Context: an optimization exercise on an open-source flow, tuned for small area, a short achievable clock period and few clock cycles per item. The choices shown serve that exercise and are no tape-out recipe.
The RTL was checked by simulation tests, not by an equivalence proof against the original design.

== job 101 ==
==> flow/design.v (excerpt) <==
module stepper_ramp_pwm_rate_generator_top (
    input  wire logic        clk,
    input  wire logic        rst_n,
    input  wire logic        cfg_we,
    input  wire logic [1:0]  cfg_addr,
    input  wire logic [27:0] cfg_wdata,
    input  wire logic        s_tvalid,
    output logic             s_tready,
    input  wire logic [55:0] s_tdata,
    output logic             m_tvalid,
    input  wire logic        m_tready,
    output logic [63:0]      m_tdata
);
clock: 8.0 ns
lec_check: 0
cap_margin: 20
core_margin: 2
core_utilization: 40
cts_buf_list: sky130_fd_sc_hd__clkbuf_4 sky130_fd_sc_hd__clkbuf_8
cts_cluster_size: 30
setup_slack_margin: 3.0
slew_margin: 20
standard.sh (not shown) runs the stock make flow with config.mk's settings and CLKGATE_MAP_FILE= SYNTH_SCRIPT=/design/flow/synth_recipe.tcl, a recipe that flattens the netlist after the stock synthesis.
==> flow/flow/run.sh <==
#!/bin/bash
# Standard layout, except that the port buffers are the smallest plain
# buffer (buf_1) instead of the delay buffer buffer_ports picks by default.
set -euo pipefail
export BUFFER_PORTS_ARGS="-buffer_cell sky130_fd_sc_hd__buf_1"
bash standard.sh > orfs_make.log 2>&1
Testbench counts of job 101, summed over its fixed seeds: cycles 6,059, items 2,000.
--- input diff job 101..job 102 ---
diff --git a/flow/config.mk b/flow/config.mk
--- a/flow/config.mk
+++ b/flow/config.mk
@@ -9,6 +9,6 @@
 export CORE_MARGIN = 2
-export CORE_UTILIZATION = 40
+export CORE_UTILIZATION = 60
 export CTS_BUF_LIST = sky130_fd_sc_hd__clkbuf_4 sky130_fd_sc_hd__clkbuf_8
 export CTS_CLUSTER_SIZE = 30
-export SETUP_SLACK_MARGIN = 3.0
+export SETUP_SLACK_MARGIN = 2.5
 export SLEW_MARGIN = 20
[summary]
- Number of buffers other than clock buffers in the final layout (job 102 vs. job 101) decreases by more than 10%
- Of job 101 and job 102, the lower number of DRC violations after detailed-routing iteration 0 belongs to job 101.
- Lower multi-input gate share of the layout cell area was reported by job 101, not job 102.
- Looking at placement row count, job 102 sits 17 below job 101.
- Looking only at global-route usage, and setting everything else aside, the lower value of job 101 and job 102 goes to job 101.
- On post-detailed-routing wire length: between job 101 and job 102, it ends up higher for job 101.
- Area added between synthesis and finish in job 102 is 5.5 points lower than in job 101
- Job 102: worst hold-check slack 0.0058 ns below job 101
- The core of job 102 is more densely filled than that of job 101.
- Relative to job 101, multi-input logic area decreased by 2.7% in job 102.

stepper_ramp_pwm_rate_generator_top, a different RTL version from the one above (not shown whole).
For scale: ~300 flip-flops, ~160 I/O pins.
Settings: LEC_CHECK=0, ABC_CLOCK_PERIOD_IN_PS=5000, CAP_MARGIN=20, CORE_MARGIN=2, CORE_UTILIZATION=40, CTS_BUF_LIST=sky130_fd_sc_hd__clkbuf_4 sky130_fd_sc_hd__clkbuf_8, CTS_CLUSTER_SIZE=30, SETUP_SLACK_MARGIN=3.0, SLEW_MARGIN=20; clock period 8.0 ns.
run.sh (not shown) runs the stock make flow with config.mk's settings and CLKGATE_MAP_FILE= SYNTH_SCRIPT=/design/flow/synth_recipe.tcl, a recipe that flattens the netlist after the stock synthesis.
Stock flow here: none of the scripts above is used.
Testbench counts at the start, summed over its fixed seeds: cycles 6,290, items 2,000.
Change:
==> flow/flow/run.sh (new file) <==
#!/bin/bash
# Standard layout, except that the port buffers are the smallest plain
# buffer (buf_1) instead of the delay buffer buffer_ports picks by default.
set -euo pipefail
export BUFFER_PORTS_ARGS="-buffer_cell sky130_fd_sc_hd__buf_1"
bash standard.sh > orfs_make.log 2>&1
==> flow/standard.sh (new file) <==
#!/bin/bash
# synth_recipe.tcl (not shown) runs the flow's synth.tcl, then flattens the netlist and writes it again
# the make line also repeats each setting of config.mk as NAME=value (left out here)
make -C /OpenROAD-flow-scripts/flow DESIGN_CONFIG=/design/flow/config.mk WORK_HOME=/design/flow/orfs CLKGATE_MAP_FILE= SYNTH_SCRIPT=/design/flow/synth_recipe.tcl "${@:-finish}"
ABC_CLOCK_PERIOD_IN_PS = not set   (was 5000)
SETUP_SLACK_MARGIN = 2.5   (was 3.0)
removed: flow/run.sh
=> The new run completed without violations. Wire length goes down by 5.6%. Worst setup slack degrades by 7.6 ps. Area after synthesis stays the same. Cell area goes down by 7.1%. Global-route usage goes down by 1.4 points.

==> re-timing with driven ports <==
The flow's constraints put no driver on any port. The routed layouts listed below were extracted and timed again, unchanged, in two steps. Step 1: set_driving_cell puts a clkbuf_16 on clk and a buf_2 on each other input, an assumption about the parent block. Step 2 also shifts input and output timing later by t, the mid clock arrival at the registers, as if the neighbouring blocks saw the same clock. Slacks: no drivers / after step 1 / after step 2; pairs: no drivers / after step 1.
run | shift t [ns] | setup slack, ns | worst setup path at the end | pins driven straight from the clock port
job 101 | 0.730 | 2.483 / 2.483 / 2.314 | input to register | 1
job 102 | 0.691 | 2.421 / 2.421 / 1.914 | input to register | 1
the first run of note 2 | 0.720 | 2.463 / 2.463 / 1.943 | input to register | 1
the second run of note 2 | 0.718 | 2.455 / 2.455 / 1.930 | input to register | 1
After both steps setup and hold are still met in every run listed. For the second run of note 2, which loses most, drivers alone change the setup slack by 0.000 ns; drivers and shift together by -0.525 ns.
